What follows belongs to an exercise in optimizing a design on an open flow for small area, a short achievable clock period and few clock cycles per item; a production flow would make more cautious choices.
Only simulation tests tie the RTL to the original design; equivalence was not proved.
No activity file was given, so power comes from the tool's default toggle rates.

// signed_int_alu_div_mod_core
module signed_int_alu_div_mod_core (
    input  logic        i_clk,
    input  logic        i_rst_n,
    input  logic        i_valid,
    output logic        o_ready,
    input  logic [2:0]  i_command,
    input  logic [31:0] i_operand_a,
    input  logic [31:0] i_operand_b,
    output logic        o_valid,
    input  logic        i_ready,
    output logic [31:0] o_result,
    output logic        o_status
);
    logic        r_ov, r_sv, r_rdy;
    logic [32:0] r_od, r_oh, r_sd;
    logic [4:0]  r_cnt;
    logic        w_rec, w_push, w_end_v, w_st;
    logic [31:0] w_res;
    logic        w_cmul, w_cdv, w_csub, w_cnone, w_cdiv, w_crem;
    assign w_cmul  = (i_command == 3'd3);
    assign w_cdiv  = (i_command == 3'd2);
    assign w_crem  = (i_command == 3'd4);
    assign w_cdv   = w_cdiv | w_crem;
    assign w_csub  = (i_command == 3'd1);
    assign w_cnone = i_command[2] & (i_command[1] | i_command[0]);
    logic [31:0] w_ora, w_orb, w_d0, w_n0;
    logic        w_na, w_nb, w_negb, w_neg0;
    logic [1:0]  w_t0;
    assign w_ora[0] = 1'b0;
    assign w_orb[0] = 1'b0;
    genvar gi;
    generate for (gi = 1; gi < 32; gi = gi + 1) begin : g_or
        assign w_ora[gi] = |i_operand_a[gi-1:0];
        assign w_orb[gi] = |i_operand_b[gi-1:0];
    end endgenerate
    assign w_na   = i_operand_a[31];
    assign w_nb   = i_operand_b[31];
  ...
Size in the first run: ~10000 cells after synthesis, about 110 I/O pins, ~0.092 mm^2 of cells after synthesis.
==> flow/config.mk <==
export PLATFORM = sky130hd
export DESIGN_NAME = signed_int_alu_div_mod_core
export DESIGN_NICKNAME = signed_int_alu_div_mod_core
export VERILOG_FILES = /design/flow/design.v
export SDC_FILE = /design/flow/constraint.sdc
export NUM_CORES = 4
export LEC_CHECK = 0
export ABC_AREA = 1
export CAP_MARGIN = 20
export CORE_MARGIN = 2
export CORE_UTILIZATION = 40
export CTS_CLUSTER_DIAMETER = 120
export CTS_CLUSTER_SIZE = 26
export PLACE_DENSITY = 0.8
export SLEW_MARGIN = 20
export DONT_USE_CELLS += sky130_fd_sc_hd__clkdlybuf4s15_1 sky130_fd_sc_hd__clkdlybuf4s15_2 sky130_fd_sc_hd__clkdlybuf4s18_1 sky130_fd_sc_hd__clkdlybuf4s18_2 sky130_fd_sc_hd__clkdlybuf4s25_1 sky130_fd_sc_hd__clkdlybuf4s25_2 sky130_fd_sc_hd__clkdlybuf4s50_1 sky130_fd_sc_hd__clkdlybuf4s50_2 sky130_fd_sc_hd__dlygate4sd1_1 sky130_fd_sc_hd__dlygate4sd2_1 sky130_fd_sc_hd__dlygate4sd3_1 sky130_fd_sc_hd__dlymetal6s2s_1 sky130_fd_sc_hd__dlymetal6s4s_1 sky130_fd_sc_hd__dlymetal6s6s_1
export SETUP_SLACK_MARGIN = 6.8
==> flow/constraint.sdc <==
create_clock -name core_clock -period 10.0 [get_ports {i_clk}]
set_input_delay 2.0000 -clock core_clock [delete_from_list [all_inputs] [get_ports {i_clk}]]
set_output_delay 2.0000 -clock core_clock [all_outputs]
set_load 0.01 [all_outputs]
standard.sh (not shown) runs the stock make flow with config.mk's settings and CLKGATE_MAP_FILE= SYNTH_SCRIPT=/design/flow/synth_recipe.tcl, a recipe that flattens the netlist after the stock synthesis.
==> flow/flow/run.sh <==
#!/bin/bash
set -euo pipefail
bash standard.sh synth > standard_synth.log 2>&1
cat >> config.mk <<'EOM'
export DONT_USE_CELLS += sky130_fd_sc_hd__clkdlybuf4s15_1 sky130_fd_sc_hd__clkdlybuf4s15_2 sky130_fd_sc_hd__clkdlybuf4s18_1 sky130_fd_sc_hd__clkdlybuf4s18_2 sky130_fd_sc_hd__clkdlybuf4s25_1 sky130_fd_sc_hd__clkdlybuf4s25_2 sky130_fd_sc_hd__clkdlybuf4s50_1 sky130_fd_sc_hd__clkdlybuf4s50_2 sky130_fd_sc_hd__dlygate4sd1_1 sky130_fd_sc_hd__dlygate4sd2_1 sky130_fd_sc_hd__dlygate4sd3_1 sky130_fd_sc_hd__dlymetal6s2s_1 sky130_fd_sc_hd__dlymetal6s4s_1 sky130_fd_sc_hd__dlymetal6s6s_1
EOM
bash standard.sh place > standard_place.log 2>&1
echo "export SETUP_SLACK_MARGIN = ${FLOW_MARGIN_NS:-6.8}" >> config.mk
bash standard.sh finish > standard_finish.log 2>&1
Testbench counts at the start, summed over its fixed seeds: cycles 24,232, items 24,000.
Edit:
--- a/flow/config.mk
+++ b/flow/config.mk
@@ -11,4 +11 @@
-export CORE_UTILIZATION = 40
-export CTS_CLUSTER_DIAMETER = 120
-export CTS_CLUSTER_SIZE = 26
-export PLACE_DENSITY = 0.8
+export CORE_UTILIZATION = 60
The changed run completed without violations. Via count rises by 2.9%. Combinational power went up by about 2%. Clock power goes up by 91%. Power climbs by 18%. Cell area rises by 4.5%. Hold slack loses 14 ps.
Edit:
--- a/flow/config.mk
+++ b/flow/config.mk
@@ -11 +11 @@
-export CORE_UTILIZATION = 60
+export CORE_UTILIZATION = 40
- non-clock buffer count falls by 14
- cell area rises by about 1.1%
- total power rises by 0.73%
- hold slack barely changes


Setup of before:
signed_int_alu_div_mod_core again, from the RTL that the note above started with.
export LEC_CHECK = 0
export ABC_AREA = 1
export CAP_MARGIN = 20
export CORE_MARGIN = 2
export CORE_UTILIZATION = 40
export CTS_CLUSTER_DIAMETER = 120
export CTS_CLUSTER_SIZE = 26
export SLEW_MARGIN = 20
export SETUP_SLACK_MARGIN = 6.8
create_clock -name core_clock -period 10.0 [get_ports {i_clk}]
Scripts as last shown in full above: flow/flow/run.sh
Testbench counts of before, summed over its fixed seeds: cycles 24,232, items 24,000.
--- input diff before..after ---
--- a/flow/config.mk
+++ b/flow/config.mk
@@ -7,3 +7,3 @@
 export LEC_CHECK = 0
-export ABC_AREA = 1
+export ABC_AREA = 0
 export CAP_MARGIN = 20
==> comparison <==
- Re register-to-register slack: after and before aren't equal, and the higher value belongs to before.
- Combinational power was higher in after than in before.
- The share of synthesized cell area in full adder, half adder and majority cells in after sits 0.62 points above the value recorded for before.
- Relative to before, the area fraction in compound gates after synthesis of after is higher by 4.3 points.
- [compare] base=before new=after: number of clock buffers in the layout now sits higher; post-synthesis xor/xnor area fraction went up 1.3 points; clock transition at the registers of the reported paths shows no meaningful change; number of global-route vias before repair now smaller.

static timing again, ports no longer ideal:
Ports are ideal in the flow. The routed layouts listed here were re-timed in OpenROAD.
Step 1 (the two cells are an assumption about what drives the block):
set clk [get_ports {i_clk}]
set_driving_cell -lib_cell sky130_fd_sc_hd__clkbuf_16 $clk
set_driving_cell -lib_cell sky130_fd_sc_hd__buf_2 [delete_from_list [all_inputs] $clk]
Step 2 adds t to the input delays and takes it off the output delays; t is the mean of the earliest and latest rising clock arrival at the registers after step 1. Input paths then give back, and output paths get back, about the clock's delay inside the block.
a / b / c = ideal / step 1 / step 2; a / b = the first two.
run | t (ns) | setup WS [ns] | slew at the worst register clock pin (ns)
the first run of note 1 | 0.871 | 6.706 / 6.621 / 6.059 | 0.11 / 0.11
the second run of note 1 | 0.938 | 6.587 / 6.497 / 5.953 | 0.08 / 0.08
the third run of note 1 | 0.957 | 6.610 / 6.521 / 5.931 | 0.07 / 0.07
before | 0.881 | 6.701 / 6.616 / 6.030 | 0.12 / 0.12
after | 0.860 | 6.012 / 6.012 / 5.478 | 0.11 / 0.11
After both steps every run listed still meets setup and hold. For the third run of note 1, which loses most, drivers alone change the setup slack by -0.089 ns; drivers and shift together by -0.679 ns.
